Source: an optimization exercise on an open RTL-to-GDS flow (aim: small area, a short achievable clock period and few clock cycles per item). Production flows keep margins and buffers that such runs may drop. In this exercise RTL edits were held to simulation tests only and were not proved equivalent to the original.

==> flow/design.v <==
module riscv_muldiv_unit #(
    parameter int XLEN = 32
) (
    input  logic            clk,
    input  logic            rst,
    input  logic            start_i,
    input  logic [2:0]      op_i,
    input  logic [XLEN-1:0] a_i,
    input  logic [XLEN-1:0] b_i,
    input  logic            kill_i,
    output logic            freeze_pipe,
    output logic            busy_o,
    output logic            done_o,
    output logic [XLEN-1:0] result_o,
    output logic            div_zero_o
);
    localparam int K  = 8;                   
    localparam int NB = K / 2;               
    localparam int ND = (33 + K - 1) / K;    
    localparam int TW = $clog2(ND);
    localparam int BW = ND * K;
    typedef enum logic [2:0] {
        S_IDLE = 3'd0,
        S_MUL  = 3'd1,
        S_PREP = 3'd2,
        S_DIV  = 3'd3,
        S_DONE = 3'd4,
        S_FIX  = 3'd5
    } state_t;
    state_t state;
    logic [1:0]  op_q;       
    logic [32:0] xr;         
    logic [32:0] br;         
    logic [NB-1:0] bo_q;     
    logic [NB-1:0] bt_q;     
    logic [NB-1:0] bn_q;     
    logic [63:0] sr;         
    logic        rs_q;       
    logic [3:0]  cnt;        
    logic        sa_q;       
    logic        sb_q;       
    logic        dz_q;       
    logic [31:0] res_q;      
    logic        neg_q;      
    logic accept;
    assign accept = (state == S_IDLE) & start_i & ~kill_i;
    logic is_div, div_sgn, mul_sga, mul_sgb;
    assign is_div  = op_i[2];
    assign div_sgn = op_i[2] & ~op_i[0];
    assign mul_sga = ~op_i[2] & (op_i[1:0] != 2'd3);
    assign mul_sgb = ~op_i[2] & ~op_i[1];
    function automatic logic [ND-1:0] fits(input logic [32:0] v);
        logic [32:0]   w;
        logic [ND-1:0] f;
        w = v[32] ? ~v : v;
        for (int i = 0; i < ND; i++) begin
            f[i] = ((w >> (K * i + K - 1)) == 33'd0);
        end
        fits = f;
    endfunction
    function automatic logic [K:0] group_sel(input logic [32:0] v, input logic [TW-1:0] t);
        logic [BW:0] e;
        e = {{(BW-32){v[32]}}, v, 1'b0};
        group_sel = e[t*K +: K+1];
    endfunction
    function automatic logic [TW-1:0] enc(input logic [ND-1:0] f);
        logic [TW-1:0] t;
        t = TW'(ND - 1);
        for (int i = ND - 2; i >= 0; i--) begin
            if (f[i]) t = TW'(i);
        end
        enc = t;
    endfunction
    logic [32:0]   a_ext, b_ext;
    logic [ND-1:0] fa, fb;
    logic          swap;
    logic [TW-1:0] tsel;
    assign a_ext = {mul_sga & a_i[31], a_i};
    assign b_ext = {mul_sgb & b_i[31], b_i};
    assign fa    = fits(a_ext);
    assign fb    = fits(b_ext);
    assign swap  = |(fa & ~fb);               
    assign tsel  = swap ? enc(fa) : enc(fb);
    logic [31:0] a_abs, b_abs;
    logic        a_neg, b_neg;
    assign a_neg = div_sgn & a_i[31];
    assign b_neg = div_sgn & b_i[31];
    assign a_abs = cneg(a_i, a_neg);
    assign b_abs = cneg(b_i, b_neg);
    function automatic logic [3*NB-1:0] booth_enc(input logic [K:0] g);
        logic [NB-1:0] o, t, n;
        for (int j = 0; j < NB; j++) begin
            n[j] = g[2*j+2];
            o[j] = g[2*j+1] ^ g[2*j];
            t[j] = (g[2*j+2] & ~g[2*j+1] & ~g[2*j]) | (~g[2*j+2] & g[2*j+1] & g[2*j]);
        end
        booth_enc = {n, t, o};
    endfunction
    logic [63:0] rows [0:NB-1];
    logic [K-1:0] bneg;
    always_comb begin : booth
        logic [33:0] r;
        bneg = '0;
        for (int j = 0; j < NB; j++) begin
            r   = ({34{bo_q[j]}} & {xr[32], xr}) | ({34{bt_q[j]}} & {xr, 1'b0});
            r   = r ^ {34{bn_q[j]}};
            bneg[2*j] = bn_q[j];
            rows[j] = {30'd0, ~r[33], r[32:0]} << (2 * j);
        end
    end
    localparam logic [63:0] BCONST = 64'd0 - ((64'd1 << 33) * (((64'd1 << (2 * NB)) - 64'd1) / 64'd3));
    function automatic logic [63:0] csa_s(input logic [63:0] a, input logic [63:0] b, input logic [63:0] c);
        csa_s = a ^ b ^ c;
    endfunction
    function automatic logic [63:0] csa_c(input logic [63:0] a, input logic [63:0] b, input logic [63:0] c);
        csa_c = {(a[62:0] & b[62:0]) | (a[62:0] & c[62:0]) | (b[62:0] & c[62:0]), 1'b0};
    endfunction
    function automatic logic [63:0] sk_add(input logic [63:0] a, input logic [63:0] b,
                                           input logic cin);
        logic [63:0] g, p, gg, pp;
        g  = a & b;
        p  = a ^ b;
        g[0] = g[0] | (p[0] & cin);
        gg = g;
        pp = p;
        for (int k = 0; k < 6; k++) begin
            for (int i = 0; i < 64; i++) begin
                if ((i >> k) & 1) begin
                    gg[i] = gg[i] | (pp[i] & gg[((i >> k) << k) - 1]);
                    pp[i] = pp[i] & pp[((i >> k) << k) - 1];
                end
            end
        end
        sk_add = p ^ {gg[62:0], cin};
    endfunction
    function automatic logic [31:0] cneg(input logic [31:0] x, input logic neg);
        logic [31:0] o;
        o = x;
        for (int k = 0; k < 5; k++) begin
            for (int i = 0; i < 32; i++) begin
                if ((i >> k) & 1) o[i] = o[i] | o[((i >> k) << k) - 1];
            end
        end
        cneg = x ^ ({o[30:0], 1'b0} & {32{neg}});
    endfunction
    logic [63:0] s_sh, s1a, c1a, s1b, c1b, s2, c2, s3, c3, pr_mul;
    assign s_sh   = {sr[63-K:0], bneg};
    assign s1a    = csa_s(rows[0], rows[1], rows[2]);
    assign c1a    = csa_c(rows[0], rows[1], rows[2]);
    assign s1b    = csa_s(rows[3], s_sh, BCONST);
    assign c1b    = csa_c(rows[3], s_sh, BCONST);
    assign s2     = csa_s(s1a, c1a, s1b);
    assign c2     = csa_c(s1a, c1a, s1b);
    assign s3     = csa_s(s2, c2, c1b);
    assign c3     = csa_c(s2, c2, c1b);
    assign pr_mul = sk_add(s3, c3, 1'b0);
    function automatic logic [5:0] lzc32(input logic [31:0] v);
        logic [5:0] n;
        n = 6'd32;
        for (int i = 0; i < 32; i++) begin
            if (v[i]) n = 6'(31 - i);
        end
        lzc32 = n;
    endfunction
    logic [5:0]  lza, lzb;
    logic [6:0]  sdiff;
    logic        b_zero, q_zero;
    logic [4:0]  sh;
    logic [32:0] d_al;
    assign lza    = lzc32(sr[63:32]);
    assign lzb    = lzc32(xr[31:0]);
    assign sdiff  = {1'b0, lzb} - {1'b0, lza};
    assign b_zero = (xr[31:0] == 32'd0);
    assign q_zero = sr[63:32] < xr[31:0];        
    assign sh     = sdiff[4:0] | 5'd1;
    assign d_al   = {1'b0, xr[31:0]} << sh;
    logic        early;
    logic [31:0] early_res;
    assign early     = (state == S_PREP) & (b_zero | q_zero);
    assign early_res = op_q[1] ? sr[31:0] : {32{b_zero}};
    logic        fix;
    logic [34:0] rr, d1, d2, t1, t2;
    logic        ng1, ng2;
    logic [31:0] r_nx, q_nx, d_fin;
    logic        d_neg;
    assign fix = (state == S_FIX);
    assign rr  = {{3{rs_q}}, sr[63:32]};
    assign d1  = {2'b0, xr & {33{~fix}}} ^ {35{~rs_q}};
    logic [35:0] u1, u2;
    assign u1  = {rr, 1'b1} + {d1, ~rs_q};
    assign t1  = u1[35:1];
    assign ng1 = t1[34];
    assign d2  = {3'b0, xr[32:1]} ^ {35{~ng1}};
    assign u2  = {t1, 1'b1} + {d2, ~ng1};
    assign t2  = u2[35:1];
    assign ng2 = t2[34];
    assign r_nx  = t2[31:0];
    assign q_nx  = {sr[29:0], ~ng1, ~ng2};
    assign d_neg = op_q[1] ? sa_q : (sa_q ^ sb_q);
    assign d_fin = op_q[1] ? r_nx : q_nx;
    assign busy_o      = (state != S_IDLE);
    logic fin;
    assign fin         = (state == S_DONE) | early;
    assign done_o      = fin & ~kill_i;
    assign div_zero_o  = fin & dz_q & ~kill_i;
    assign freeze_pipe = busy_o ? ~fin : (start_i & ~kill_i);
    assign result_o    = early ? early_res : cneg(res_q, neg_q);
    always_ff @(posedge clk or negedge rst) begin
        if (!rst) begin
            state <= S_IDLE;
            res_q <= '0;
            neg_q <= 1'b0;
        end else begin
            unique case (state)
                S_IDLE: begin
                    if (accept) state <= is_div ? S_PREP : S_MUL;
                end
                S_MUL: begin
                    if (kill_i) begin
                        state <= S_IDLE;
                    end else if (cnt[TW-1:0] == '0) begin
                        res_q <= (op_q == 2'd0) ? pr_mul[31:0] : pr_mul[63:32];
                        neg_q <= 1'b0;
                        state <= S_DONE;
                    end
                end
                S_PREP: begin
                    if (kill_i) begin
                        state <= S_IDLE;
                    end else if (early) begin
                        res_q <= early_res;
                        neg_q <= 1'b0;
                        state <= S_IDLE;
                    end else begin
                        state <= S_DIV;
                    end
                end
                S_DIV: begin
                    if (kill_i) begin
                        state <= S_IDLE;
                    end else if (cnt == 4'd0) begin
                        if (op_q[1] & ng2) begin
                            state <= S_FIX;
                        end else begin
                            res_q <= d_fin;
                            neg_q <= d_neg;
                            state <= S_DONE;
                        end
                    end
                end
                S_FIX: begin
                    if (kill_i) begin
                        state <= S_IDLE;
                    end else begin
                        res_q <= r_nx;
                        neg_q <= sa_q;
                        state <= S_DONE;
                    end
                end
                S_DONE: begin
                    state <= S_IDLE;
                end
                default: begin
                    state <= S_IDLE;
                end
            endcase
        end
    end
    always_ff @(posedge clk) begin
        unique case (state)
            S_IDLE: begin
                if (accept) begin
                    op_q <= op_i[1:0];
                    sa_q <= a_neg;
                    sb_q <= b_neg;
                    dz_q <= is_div & (b_i == 32'd0);
                    if (is_div) begin
                        xr   <= {1'b0, b_abs};
                        sr   <= {a_abs, a_i};
                        rs_q <= 1'b0;
                    end else begin
                        xr     <= swap ? b_ext : a_ext;
                        br     <= swap ? a_ext : b_ext;
                        cnt    <= 4'(tsel);
                        {bn_q, bt_q, bo_q} <= booth_enc(group_sel(swap ? a_ext : b_ext, tsel));
                        sr     <= 64'd0;
                    end
                end
            end
            S_MUL: begin
                sr    <= pr_mul;
                cnt   <= cnt - 4'd1;
                {bn_q, bt_q, bo_q} <= booth_enc(group_sel(br, cnt[TW-1:0] - TW'(1)));
            end
            S_PREP: begin
                xr       <= d_al;
                cnt      <= sdiff[4:1];
                sr[31:0] <= 32'd0;
            end
            S_DIV: begin
                if (cnt != 4'd0) xr <= {2'b0, xr[32:2]};
                cnt  <= cnt - 4'd1;
                sr   <= {r_nx, q_nx};
                rs_q <= ng2;
            end
            default: ;
        endcase
    end
endmodule
clock: 11.0 ns
lec_check: 0
abc_area: 1
cap_margin: 20
core_margin: 2
core_utilization: 50
setup_slack_margin: 5
slew_margin: 20
standard.sh (not shown) runs the stock make flow with config.mk's settings and CLKGATE_MAP_FILE= SYNTH_SCRIPT=/design/flow/synth_recipe.tcl, a recipe that flattens the netlist after the stock synthesis.
==> flow/flow/run.sh <==
#!/bin/bash
set -euo pipefail
export BUFFER_PORTS_ARGS="-buffer_cell sky130_fd_sc_hd__buf_2"
bash standard.sh finish > standard.log 2>&1
Testbench counts at the start, summed over its fixed seeds: cycles 14,527, ops 3,200.
Next try:
--- a/flow/design.v
+++ b/flow/design.v
@@ -38,10 +38,11 @@
     logic        rs_q;       
     logic [3:0]  cnt;        
     logic        sa_q;       
     logic        sb_q;       
     logic        dz_q;       
+    logic        qz_q;       
     logic [31:0] res_q;      
     logic        neg_q;      
     logic accept;
     assign accept = (state == S_IDLE) & start_i & ~kill_i;
     logic is_div, div_sgn, mul_sga, mul_sgb;
@@ -168,26 +169,24 @@
     logic [4:0]  sh;
     logic [32:0] d_al;
     assign lza    = lzc32(sr[63:32]);
     assign lzb    = lzc32(xr[31:0]);
     assign sdiff  = {1'b0, lzb} - {1'b0, lza};
-    assign b_zero = (xr[31:0] == 32'd0);
-    assign q_zero = sr[63:32] < xr[31:0];        
+    assign b_zero = dz_q;
+    assign q_zero = qz_q;
     assign sh     = sdiff[4:0] | 5'd1;
     assign d_al   = {1'b0, xr[31:0]} << sh;
     logic        early;
     logic [31:0] early_res;
     assign early     = (state == S_PREP) & (b_zero | q_zero);
     assign early_res = op_q[1] ? sr[31:0] : {32{b_zero}};
-    logic        fix;
     logic [34:0] rr, d1, d2, t1, t2;
     logic        ng1, ng2;
     logic [31:0] r_nx, q_nx, d_fin;
     logic        d_neg;
-    assign fix = (state == S_FIX);
     assign rr  = {{3{rs_q}}, sr[63:32]};
-    assign d1  = {2'b0, xr & {33{~fix}}} ^ {35{~rs_q}};
+    assign d1  = {2'b0, xr} ^ {35{~rs_q}};
     logic [35:0] u1, u2;
     assign u1  = {rr, 1'b1} + {d1, ~rs_q};
     assign t1  = u1[35:1];
     assign ng1 = t1[34];
     assign d2  = {3'b0, xr[32:1]} ^ {35{~ng1}};
@@ -202,11 +201,11 @@
     logic fin;
     assign fin         = (state == S_DONE) | early;
     assign done_o      = fin & ~kill_i;
     assign div_zero_o  = fin & dz_q & ~kill_i;
     assign freeze_pipe = busy_o ? ~fin : (start_i & ~kill_i);
-    assign result_o    = early ? early_res : cneg(res_q, neg_q);
+    assign result_o    = early ? early_res : (neg_q ? -res_q : res_q);
     always_ff @(posedge clk or negedge rst) begin
         if (!rst) begin
             state <= S_IDLE;
             res_q <= '0;
             neg_q <= 1'b0;
@@ -250,11 +249,11 @@
                 end
                 S_FIX: begin
                     if (kill_i) begin
                         state <= S_IDLE;
                     end else begin
-                        res_q <= r_nx;
+                        res_q <= t1[31:0];
                         neg_q <= sa_q;
                         state <= S_DONE;
                     end
                 end
                 S_DONE: begin
@@ -272,10 +271,11 @@
                 if (accept) begin
                     op_q <= op_i[1:0];
                     sa_q <= a_neg;
                     sb_q <= b_neg;
                     dz_q <= is_div & (b_i == 32'd0);
+                    qz_q <= a_abs < b_abs;
                     if (is_div) begin
                         xr   <= {1'b0, b_abs};
                         sr   <= {a_abs, a_i};
                         rs_q <= 1'b0;
                     end else begin
@@ -296,11 +296,11 @@
                 xr       <= d_al;
                 cnt      <= sdiff[4:1];
                 sr[31:0] <= 32'd0;
             end
             S_DIV: begin
-                if (cnt != 4'd0) xr <= {2'b0, xr[32:2]};
+                xr   <= (cnt != 4'd0) ? {2'b0, xr[32:2]} : {1'b0, xr[32:1]};
                 cnt  <= cnt - 4'd1;
                 sr   <= {r_nx, q_nx};
                 rs_q <= ng2;
             end
             default: ;
Outcome: Now the flow reached the layout checks and failed them: max-capacitance violations, max-slew violations; routed wire length rises by 5.2%; synthesized area grows by 2.0%; flip-flop and latch count rose by 1; register-to-register slack degrades by 0.11 ns; maximum frequency decreases by 1.9%; cell area grows by 1.9%; utilization shrinks by 0.13 points; count of clock-buffer cells in the layout does not change; via count rises by 2.6%.
Testbench counts after the change, summed over its fixed seeds: cycles 14,527, ops 3,200.

what the ideal ports hide:
No port has a modelled driver above. Below, the same layouts with a new extraction and two added sets of constraints. Step 1 (the two cells are an assumption about what drives the block):
set clk [get_ports {clk}]
set_driving_cell -lib_cell sky130_fd_sc_hd__clkbuf_16 $clk
set_driving_cell -lib_cell sky130_fd_sc_hd__buf_2 [delete_from_list [all_inputs] $clk]
Step 2 also shifts input and output timing later by t, the mid clock arrival at the registers, as if the neighbouring blocks saw the same clock. Three values: ideal, step 1, step 2; two values: the first two.
run | shift t [ns] | setup WS [ns] | worst slew at a driven data input, ns | cell pins on the clock port's net
the first run | 0.565 | 4.998 / 4.988 / 4.802 | 0.04 | 1
the second run | 0.584 | 4.885 / 4.885 / 4.679 | 0.05 | 1
The setup slack of the second run, which loses most, moves by 0.000 ns with the drivers and by -0.206 ns with both steps.
